Context: an optimization exercise on an open-source flow, tuned for small area and a short achievable clock period. The choices shown serve that exercise and are no tape-out recipe. Function was checked by simulation only, so behaviour that the tests miss may differ from the original. Power and IR drop assume default switching activity.

<file path="run.sh">
#!/bin/bash
# synth_recipe.tcl (not shown) runs the flow's synth.tcl, then flattens the netlist and writes it again
# the make line also repeats each setting of config.mk as NAME=value (left out here)
make -C /OpenROAD-flow-scripts/flow DESIGN_CONFIG=/design/flow/config.mk WORK_HOME=/design/flow/orfs CLKGATE_MAP_FILE= SYNTH_SCRIPT=/design/flow/synth_recipe.tcl finish
</file>
<file path="config.mk">
export PLATFORM = sky130hd
export DESIGN_NAME = fft_output_reorder
export DESIGN_NICKNAME = fft_output_reorder
export VERILOG_FILES = /design/flow/design.v
export SDC_FILE = /design/flow/constraint.sdc
export NUM_CORES = 4
export LEC_CHECK = 0
export ABC_CLOCK_PERIOD_IN_PS = 2000
export CAP_MARGIN = 20
export CORE_MARGIN = 2
export CORE_UTILIZATION = 65
export CTS_CLUSTER_DIAMETER = 80
export CTS_CLUSTER_SIZE = 30
export PLACE_DENSITY = 0.75
export SETUP_SLACK_MARGIN = 1.5
export SLEW_MARGIN = 20
</file>
<file path="constraint.sdc">
create_clock -name core_clock -period 3.5 [get_ports {clk}]
set_input_delay 0.7000 -clock core_clock [delete_from_list [all_inputs] [get_ports {clk}]]
set_output_delay 0.7000 -clock core_clock [all_outputs]
set_load 0.01 [all_outputs]
</file>
<file path="design.v">
package fft_pkg;
  localparam int BIT_WIDTH = 24;
  localparam int N_PTS = 16;
  localparam int SIZE_W = 4;
  localparam int BANKS = 2;
  typedef struct packed {
    logic signed [BIT_WIDTH-1:0] re;
    logic signed [BIT_WIDTH-1:0] im;
  } sample_t;
  typedef enum logic [1:0] {IDLE, FETCH, SEND} rd_state_e;
endpackage
module pingpong_ram #(
  parameter int W = 2 * fft_pkg::BIT_WIDTH,
  parameter int AW = $clog2(fft_pkg::BANKS) + fft_pkg::SIZE_W
) (
  input  logic          clk,
  input  logic          we,
  input  logic [AW-1:0] waddr,
  input  logic [W-1:0]  wdata,
  input  logic          re,
  input  logic [AW-1:0] raddr,
  output logic [W-1:0]  rdata
);
  localparam int R = 2 ** AW;
  logic [W-1:0] mem [R];
  logic [R-1:0] wsel, rsel;
  logic [W-1:0] rmux, rdata_q;
  always_comb begin
    for (int r = 0; r < R; r++) begin
      wsel[r] = we && waddr == AW'(r);
      rsel[r] = raddr == AW'(r);
    end
    rmux = '0;
    for (int r = 0; r < R; r++) rmux = rmux | (rsel[r] ? mem[r] : '0);
  end
  always_ff @(posedge clk)
    for (int r = 0; r < R; r++) if (wsel[r]) mem[r] <= wdata;
  always_ff @(posedge clk)
    if (re) rdata_q <= rmux;
  assign rdata = rdata_q;
endmodule
module fft_output_reorder #(
  parameter int bit_width = fft_pkg::BIT_WIDTH,
  parameter int N = fft_pkg::N_PTS,
  parameter int SIZE = fft_pkg::SIZE_W
) (
  input  logic                        clk,
  input  logic                        rst_n,
  input  logic                        valid_i,
  input  logic signed [bit_width-1:0] Re_i,
  input  logic signed [bit_width-1:0] Im_i,
  input  logic [SIZE-1:0]             wr_ptr_i,
  output logic signed [bit_width-1:0] Re_o,
  output logic signed [bit_width-1:0] Im_o,
  output logic [SIZE-1:0]             idx_o,
  output logic                        valid_o,
  input  logic                        ready_i,
  output logic                        last_o,
  output logic                        frame_done_o,
  output logic                        overflow_o
);
  logic [1:0] full_q, full_d, set;
  logic wr_bank_q, wr_bank_d, overflow_q, overflow_d;
  logic [SIZE-1:0] wr_cnt_q, wr_cnt_d;
  logic fetch_q, fetch_d, valid_q, valid_d, last_q, last_d, done_q, done_d;
  logic rd_bank_q, rd_bank_d;
  logic [SIZE-1:0] rd_idx_q, rd_idx_d, ra_q, ra_d;
  logic wr_ok, acc, last_acc, rel_wr, other_full;
  logic [2*bit_width-1:0] rdata;
  always_comb begin
    acc = valid_q && ready_i;
    last_acc = last_q && ready_i;
    rel_wr = last_acc && rd_bank_q == wr_bank_q;
    wr_ok = valid_i && (!full_q[wr_bank_q] || rel_wr);
    set = (wr_ok && wr_cnt_q == SIZE'(N - 1)) ? 2'(1) << wr_bank_q : '0;
    full_d = full_q | set;
    if (last_acc) full_d[rd_bank_q] = set[rd_bank_q];
    wr_cnt_d = wr_ok ? wr_cnt_q + 1'b1 : wr_cnt_q;
    wr_bank_d = wr_bank_q ^ (|set);
    overflow_d = overflow_q | (valid_i && !wr_ok);
    done_d = last_acc;
    other_full = full_d[!rd_bank_q];
    fetch_d = 1'b0;
    valid_d = valid_q;
    rd_bank_d = rd_bank_q;
    rd_idx_d = rd_idx_q;
    if (fetch_q) begin
      valid_d = 1'b1;
    end else if (valid_q) begin
      if (last_acc) begin
        valid_d = 1'b0;
        fetch_d = other_full;
        rd_bank_d = rd_bank_q ^ other_full;
        rd_idx_d = '0;
      end else if (acc) rd_idx_d = rd_idx_q + 1'b1;
    end else if (|full_d) begin
      fetch_d = 1'b1;
      rd_bank_d = &full_d ? wr_bank_d : !full_d[0];
      rd_idx_d = '0;
    end
    last_d = valid_d && rd_idx_d == SIZE'(N - 1);
    ra_d = fetch_d ? '0 : rd_idx_d + 1'b1;
  end
  always_ff @(posedge clk or negedge rst_n)
    if (!rst_n) begin
      full_q <= '0;
      wr_bank_q <= 1'b0;
      wr_cnt_q <= '0;
      overflow_q <= 1'b0;
      fetch_q <= 1'b0;
      valid_q <= 1'b0;
      last_q <= 1'b0;
      rd_bank_q <= 1'b0;
      rd_idx_q <= '0;
      ra_q <= '0;
      done_q <= 1'b0;
    end else begin
      full_q <= full_d;
      wr_bank_q <= wr_bank_d;
      wr_cnt_q <= wr_cnt_d;
      overflow_q <= overflow_d;
      fetch_q <= fetch_d;
      valid_q <= valid_d;
      last_q <= last_d;
      rd_bank_q <= rd_bank_d;
      rd_idx_q <= rd_idx_d;
      ra_q <= ra_d;
      done_q <= done_d;
    end
  pingpong_ram #(.W(2 * bit_width), .AW(SIZE + 1)) u_ram (
    .clk   (clk),
    .we    (wr_ok),
    .waddr ({wr_bank_q, wr_ptr_i}),
    .wdata ({Re_i, Im_i}),
    .re    (fetch_q || ready_i),
    .raddr ({rd_bank_q, ra_q}),
    .rdata (rdata)
  );
  assign Re_o = rdata[2*bit_width-1:bit_width];
  assign Im_o = rdata[bit_width-1:0];
  assign idx_o = rd_idx_q;
  assign valid_o = valid_q;
  assign last_o = last_q;
  assign frame_done_o = done_q;
  assign overflow_o = overflow_q;
endmodule
</file>
==> results of run 1 <==
[logic make-up after synthesis]
kind of cell | count (synthesis)
adder cells (fa/ha/maj) | 5
XOR/XNOR | 5
AND/OR/NAND/NOR | 652
multiplexers | 4
flip-flops | 1605
AO/OA/AOI/OAI | 700
buffers and inverters | 213
[synthesized netlist by cell type (2+ instances only)]
cell type     n  share of area
edfxtp_1   1584           0.82
a22oi_1     575          0.074
and3_1      241          0.026
clkbuf_1    164          0.011
nand4_1     112          0.012
nand3_1     108         0.0093
a2111oi_0    77          0.012
nor2_1       58         0.0037
or4_1        50         0.0064
nand2_1      24         0.0015
dfrtp_1      21         0.0090
and2_1       17         0.0018
buf_1        17         0.0011
buf_2        11        0.00094
inv_1        11        0.00071
a21oi_1       8        0.00069
a222oi_1      8         0.0014
o21ai_0       7        0.00060
nand2b_1      6        0.00064
nor2b_1       6        0.00064
a22o_1        5        0.00075
and3b_1       5        0.00075
buf_6         5        0.00097
ha_1          5         0.0011
nor3b_1       5        0.00064
nand3b_1      4        0.00051
xnor2_1       4        0.00060
a31oi_1       3        0.00032
a32oi_1       3        0.00045
clkbuf_2      3        0.00026
or2_2         3        0.00032
a211oi_1      2        0.00026
a21o_1        2        0.00026
a221o_1       2        0.00034
and2_4        2        0.00030
and4_1        2        0.00030
buf_4         2        0.00026
mux2_2        2        0.00039
mux2i_1       2        0.00034
nor3_1        2        0.00017
nor4b_1       2        0.00030
[layer usage]
| metal | global-route usage | GRT overflow |
|---|---|---|
| met3 | 0.706 | 10 |
| met4 | 0.757 | 110 |
| met5 | 0.530 | 0 |
| met1 | 0.797 | 4 |
| met2 | 0.900 | 97 |
[what timing repair did]
| action | CTS |
|---|---|
| resized for setup | 1158 |
| setup buffers | 378 |
| pin swaps | 238 |
| setup endpoints to repair | 1659 |
| gates cloned | 195 |
| hold buffers | 0 |
[power by group through the flow]
| stage | clock (mW) | combinational [mW] | sequential, mW |
|---|---|---|---|
| CTS | 8.72 | 13.0 | 22.5 |
| global placement | 0 | 7.96 | 23.0 |
| detailed placement | 0 | 8.19 | 23.0 |
| floorplan | 0 | 3.73 | 22.9 |
[how the worst max path moves through the flow]
stage                                            end  slack (ns)
after floorplan                    ra_q[2]$_DFF_PN0_        0.50
after global placement             ra_q[2]$_DFF_PN0_        0.04
after detailed placement            last_q$_DFF_PN0_       -0.05
after CTS                 u_ram.rdata_q[9]$_DFFE_PP_        0.75
[per-stage QoR]
step                      std cells  TNS, ns   util  cell area, um2
after CTS                      5111        0  0.872           77300
after floorplan                3184        0      -           58700
after detailed placement       4460  -0.0790  0.711           63000
after global placement         4459        0  0.710           63000
==> flow_summary.json, run 1 <==
{
  "io_pins": 112,
  "netlist_instances": 3184,
  "yosys-mux-area-fraction": 0.000729,
  "start_util": 0.658,
  "die_h_um": 304,
  "clock_sinks": 1605,
  "grt_max_degree": 33,
  "synth_cell_type_count": 55,
  "synth_compound_area_frac": 0.0920,
  "syn-cell-area_mm2": 0.0583,
  "cts-root-buf": "clkbuf_16",
  "cts_htree_levels": 2,
  "portBuffers": 111,
  "ys_seq_elements": 1605,
  "synth_top_family_by_area": "compound AO/OA/AOI/OAI gates",
  "place.gp.congestion": 0.880,
  "synth_ff_type": "edfxtp_1",
  "ys_async_sr_fraction": 0.0131,
  "synthAdderAreaFrac": 0.00107,
  "dp.final_hpwl_um": 101000,
  "rows": 109,
  "haltStage": "5_1_grt",
  "track_usage": 0.793,
  "outcome": "stopped before the end",
  "synthSimpleGateAreaFrac": 0.0660,
  "die_width_um": 304,
  "dp_slack_ns": -0.0494,
  "cts_made_buffers": 61,
  "synth_area_per_cell_um2": 18.3,
  "synth_edf_count": 1584,
  "seq_area_frac_synth": 0.825,
  "synth_xor_area_frac": 0.000751,
  "grt-ovfl-total": 221,
  "tool.error": "[ERROR GRT-0232] Routing congestion too high. Check the congestion heatmap in the GUI.",
  "ctsLongestPathBuffers": 3,
  "synth_warnings": 3,
  "synth_nets": 3245
}
==> run 2, diff against run 1 <==
--- a/config.mk
+++ b/config.mk
@@ -7,3 +7,2 @@
 export LEC_CHECK = 0
-export ABC_CLOCK_PERIOD_IN_PS = 2000
 export CAP_MARGIN = 20
@@ -11,4 +10,2 @@
 export CORE_UTILIZATION = 65
-export CTS_CLUSTER_DIAMETER = 80
-export CTS_CLUSTER_SIZE = 30
 export PLACE_DENSITY = 0.75
==> run 2 against run 1 <==
  * Synthesized cell count did not move
  * The run again fails in 5_1_grt
  * Synthesized area did not move
==> flow_summary.json, run 2 <==
{
  "outcome": "stopped before the end",
  "haltStage": "5_1_grt",
  "tool.error": "[ERROR GRT-0232] Routing congestion too high. Check the congestion heatmap in the GUI.",
  "synth_ff_type": "edfxtp_1",
  "track_usage": 0.828,
  "synth_area_leader_cell": "edfxtp_1",
  "synth_warnings": 3,
  "yosys-top-cells-area": "edfxtp_1, a22oi_1, and3_1",
  "syn-cell-area_mm2": 0.0583,
  "synth_edf_count": 1584,
  "dp_cells": 4460,
  "rows": 109,
  "grt-ovfl-total": 292,
  "ctsLongestPathBuffers": 3,
  "io_pins": 112,
  "portBuffers": 111,
  "synth_area_per_cell_um2": 18.3,
  "start_util": 0.658,
  "ys_async_sr_fraction": 0.0131,
  "synth_cell_type_count": 55,
  "dp_slack_ns": -0.0494,
  "place.gp.congestion": 0.880,
  "netlist_instances": 3184,
  "cts_htree_levels": 4,
  "seq_area_frac_synth": 0.825,
  "clock_sinks": 1605,
  "dp.final_hpwl_um": 101000,
  "yosysTopAreaCellShare": 0.816,
  "die_h_um": 304,
  "yosysMostFrequentCell": "edfxtp_1",
  "grt_max_degree": 33,
  "ys_seq_elements": 1605,
  "synthTopCellsByCount": "edfxtp_1, a22oi_1, and3_1, clkbuf_1, nand4_1",
  "cts_made_buffers": 151,
  "hold_buffers": 0,
  "synth_nets": 3245,
  "cts-root-buf": "clkbuf_16",
  "die_width_um": 304
}
## run 2: cell counts after synthesis
No cell type changed its count.
## run 2: worst max-delay path by stage
| stage | from | end | slack, ns |
|---|---|---|---|
| CTS | rd_bank_q$_DFFE_PN0P_ | u_ram.rdata_q[36]$_DFFE_PP_ | 0.79 |
| detailed placement | ready_i | last_q$_DFF_PN0_ | -0.05 |
| global placement | ready_i | ra_q[2]$_DFF_PN0_ | 0.04 |
| floorplan | ready_i | ra_q[2]$_DFF_PN0_ | 0.50 |
## run 2: layer usage
metal	overflow	GRT usage
met1	16	0.824
met2	123	0.919
met3	23	0.768
met4	126	0.783
met5	4	0.635
## run 2: cells by family after synthesis
family | after synthesis | synth area share
adders and majority gates | 5 | 0.00107
and+or+nand+nor | 652 | 0.0660
buffers and inverters | 213 | 0.0148
AOI/OAI and AO/OA | 700 | 0.0920
DFF | 1605 | 0.825
muxes | 4 | 0.000729
xor gates and xnor gates | 5 | 0.000751
## run 2: power by group through the flow
stage | Combinational, mW | Clock, mW | Sequential (mW)
after global placement | 7.96 | 0 | 23.0
after CTS | 12.7 | 16.5 | 22.6
after detailed placement | 8.19 | 0 | 23.0
after floorplan | 3.73 | 0 | 22.9
## run 2: stage by stage
| step | area [um2] | power (mW) | util |
|---|---|---|---|
| 3_3_place_gp | 63000 | 31.0 | 0.710 |
| 3_5_place_dp | 63000 | 31.2 | 0.711 |
| 2_1_floorplan | 58700 | 26.6 | - |
| 4_1_cts | 79600 | 51.7 | 0.898 |
## run 2: what timing repair did
| action | in CTS |
|---|---|
| setup endpoints to repair | 1659 |
| buffers inserted | 347 |
| pin swaps | 215 |
| gates resized for setup | 1075 |
| gates cloned | 180 |
==> run 3, diff against run 2 <==
--- a/config.mk
+++ b/config.mk
@@ -9,5 +9,3 @@
 export CORE_MARGIN = 2
-export CORE_UTILIZATION = 65
-export PLACE_DENSITY = 0.75
-export SETUP_SLACK_MARGIN = 1.5
+export CORE_UTILIZATION = 40
 export SLEW_MARGIN = 20
==> run 3 against run 2 <==
  * Now clean on timing, DRC and antenna
  * Synthesized area is the same
  * Synthesized cell count is the same
==> flow_summary.json, run 3 <==
{
  "layout.cells.non_filler": 5582,
  "ant_nets": 0,
  "worst_setup_path_start_kind": "flip-flop",
  "dp.final_hpwl_um": 110000,
  "track_usage": 0.260,
  "drc": 0,
  "mostFrequentLayoutCells": "edfxtp_1, a22oi_1, and3_1, buf_4, clkbuf_16",
  "post-cts-setup-buffers": 0,
  "arrival_ns": 3.96,
  "wl_um": 196000,
  "powerDensity_mw_per_mm2": 694,
  "hold_buffers": 0,
  "finalCritPeriodShare": 0.983,
  "antenna_found_initial": 4,
  "final_util": 0.478,
  "fin_area_mm2": 0.0694,
  "setup_violations": 0,
  "post_drt_wl_per_cell_um": 35.2,
  "clock_skew_ns": 0.0245,
  "reg2reg_depth": 8,
  "die-area_mm2": 0.149,
  "ctsLongestPathBuffers": 3,
  "yosys-top-cells-area": "edfxtp_1, a22oi_1, and3_1",
  "synth_edf_count": 1584,
  "setup_ws_ns": 0.0601,
  "largest_reg_flops": 1536,
  "syn2layout_area_growth_pct": 19.0,
  "finalMaxSlewViolations": 0,
  "ys_seq_elements": 1605,
  "p_sw_frac": 0.286,
  "viasPerCell": 6.35,
  "firstDrtPassIters": 6,
  "synth_warnings": 3,
  "synth_area_per_cell_um2": 18.3,
  "synth_ff_type": "edfxtp_1",
  "worstMarginPinSlew_ns": 1.18,
  "cts_made_buffers": 160,
  "peakVddDrop_mv": 0.472,
  "io_pins": 112,
  "p_int_mw": 34.4,
  "relSlewSlack": 0.212,
  "fmax_mhz": 291,
  "regMostFlops": "u_ram.mem",
  "post_cts_resized": 0,
  "cts-root-buf": "clkbuf_16",
  "synthTopCellsByCount": "edfxtp_1, a22oi_1, and3_1, clkbuf_1, nand4_1",
  "pwr-share-seq": 0.468,
  "rows": 140,
  "p_clk_frac": 0.341,
  "ys_async_sr_fraction": 0.0131,
  "place.gp.congestion": 0.827,
  "cap_violations": 0,
  "cts_htree_levels": 4,
  "place_area_mm2": 0.0644,
  "required_ns": 4.02,
  "die_h_um": 386,
  "clk_transition_reported_paths_ns": 0.06,
  "grt_max_degree": 49,
  "path_class": "reg -> reg",
  "start_util": 0.402,
  "p_switching_mw": 13.8,
  "dp_cells": 5290,
  "syn-cell-area_mm2": 0.0583,
  "end_kind": "flip-flop",
  "drive_gt1_frac": 0.160,
  "outcome": "finished clean",
  "worstSkewPairLatency_ns": 0.81,
  "synth_cell_type_count": 55,
  "fin_nets": 3599,
  "p_total_mw": 48.1,
  "nFillCells": 11900,
  "worstPathMaxFanout": 14,
  "comb_power_share": 0.191,
  "yosysTopAreaCellShare": 0.816,
  "yosysMostFrequentCell": "edfxtp_1",
  "coreArea_mm2": 0.145,
  "grt-ovfl-total": 0,
  "finalHoldViolations": 0,
  "min_period_ns": 3.44,
  "netlist_instances": 3184,
  "dp_slack_ns": -0.223,
  "hp-class": "in -> async",
  "p_leak_nw": 22.9,
  "reg_top3": "u_ram.mem x1536, u_ram.rdata_q x48",
  "cts_tree": "built",
  "synth_area_leader_cell": "edfxtp_1",
  "grt_pass1_vias": 33400,
  "vias": 35500,
  "grt_pass1_wl_um": 267000,
  "portBuffers": 111,
  "final_common_cell": "edfxtp_1",
  "seq_area_frac_synth": 0.825,
  "synth_nets": 3245,
  "grt_setup_unrepaired": "false",
  "drtIter0Drc": 5195,
  "clock_sinks": 1605,
  "die_width_um": 386
}
[run 3: cell counts after synthesis]
No cell type changed its count.
[run 3: cell families after synthesis]
family	after synthesis	synth area share
muxes	4	0.000729
AOI/OAI and AO/OA	700	0.0920
DFF	1605	0.825
and+or+nand+nor	652	0.0660
adders and majority gates	5	0.00107
buffers and inverters	213	0.0148
xor gates and xnor gates	5	0.000751
[run 3: worst max-delay path, stage by stage (launching register included)]
cell	delay, ns
dfrtp_1	0.57
buf_4	0.24
and3b_1	0.18
buf_4	0.24
and3_1	0.22
a2111oi_0	0.79
buf_4	0.24
nand3_1	0.11
or4_1	0.56
[run 3: layout make-up]
type / count / area (um2) / area share
diodes: 1 / 2.50 / 0.0000361
clock buffers: 198 / 4150 / 0.0597
clock inverters: 90 / 812 / 0.0117
inverters: 11 / 41.3 / 0.000595
multi-input cells: 1366 / 9820 / 0.141
flip-flops and latches: 1605 / 48100 / 0.693
well taps: 1917 / 2400 / 0.0346
repair buffers: 394 / 4090 / 0.0590
[run 3: final timing paths]
kind / from / endpoint / slack [ns]
max in group asynchronous: rst_n / last_q$_DFF_PN0_ / 2.77
min: rst_n / overflow_q$_DFF_PN0_ / 0.39
max reg2reg: ra_q[2]$_DFF_PN0_ / u_ram.rdata_q[5]$_DFFE_PP_ / 0.06
max: ra_q[2]$_DFF_PN0_ / u_ram.rdata_q[5]$_DFFE_PP_ / 0.06
min reg2reg: wr_cnt_q[3]$_DFFE_PN0P_ / wr_cnt_q[3]$_DFFE_PN0P_ / 0.47
min in group core_clock: Re_i[4] / u_ram.mem[6][28]$_DFFE_PP_ / 0.42
[run 3: metal layers]
metal,up-vias,share of wire,track usage
met1,18500,0.38,0.361
met2,2529,0.46,0.406
met5,-,0.00022,0
li1,14100,-,-
met4,6,0.035,0.0913
met3,410,0.12,0.0567
[run 3: through the flow]
| step | hold WS, ns | TNS [ns] |
|---|---|---|
| 2_1_floorplan | 0.404 | -581.93 |
| 6_report | 0.392 | 0 |
| 3_3_place_gp | 0.446 | -0.878 |
| 4_1_cts | 0.421 | 0 |
| 5_1_grt | 0.409 | 0 |
| 3_5_place_dp | 0.466 | -0.749 |
[run 3: power by group through the flow]
stage | sequential [mW] | combinational (mW) | clock, mW
2_1_floorplan | 22.9 | 3.65 | 0
3_5_place_dp | 22.9 | 8.98 | 0
6_report | 22.5 | 9.21 | 16.4
5_1_grt | 22.6 | 9.49 | 17.3
3_3_place_gp | 22.9 | 8.93 | 0
4_1_cts | 22.5 | 9.04 | 16.5

-- port drivers added, routing unchanged --
In the flow no input, the clock included, has a driving cell. The finished layout below was timed again as built, in two steps.
Step 1: set_driving_cell puts a clkbuf_16 on clk and a buf_2 on each other input, an assumption about the parent block.
Step 2 moves the port delays by t, midway between the first and last clock arrival at a register: inputs arrive t later, outputs are due t later. That takes back most of the time a late clock gives input paths.
Slacks: ideal ports / drivers / drivers and shift; pairs: ideal ports / drivers.
run: run 3
shift t [ns]: 0.873
slack for setup (ns): 0.060 / 0.060 / -0.267
worst register clock-pin slew, ns: 0.06 / 0.06
worst data-port slew with drivers (ns): 0.16
With both steps, setup timing fails in run 3, where it was met with ideal ports. The setup slack of run 3 moves by 0.000 ns with the drivers and by -0.327 ns with both steps.
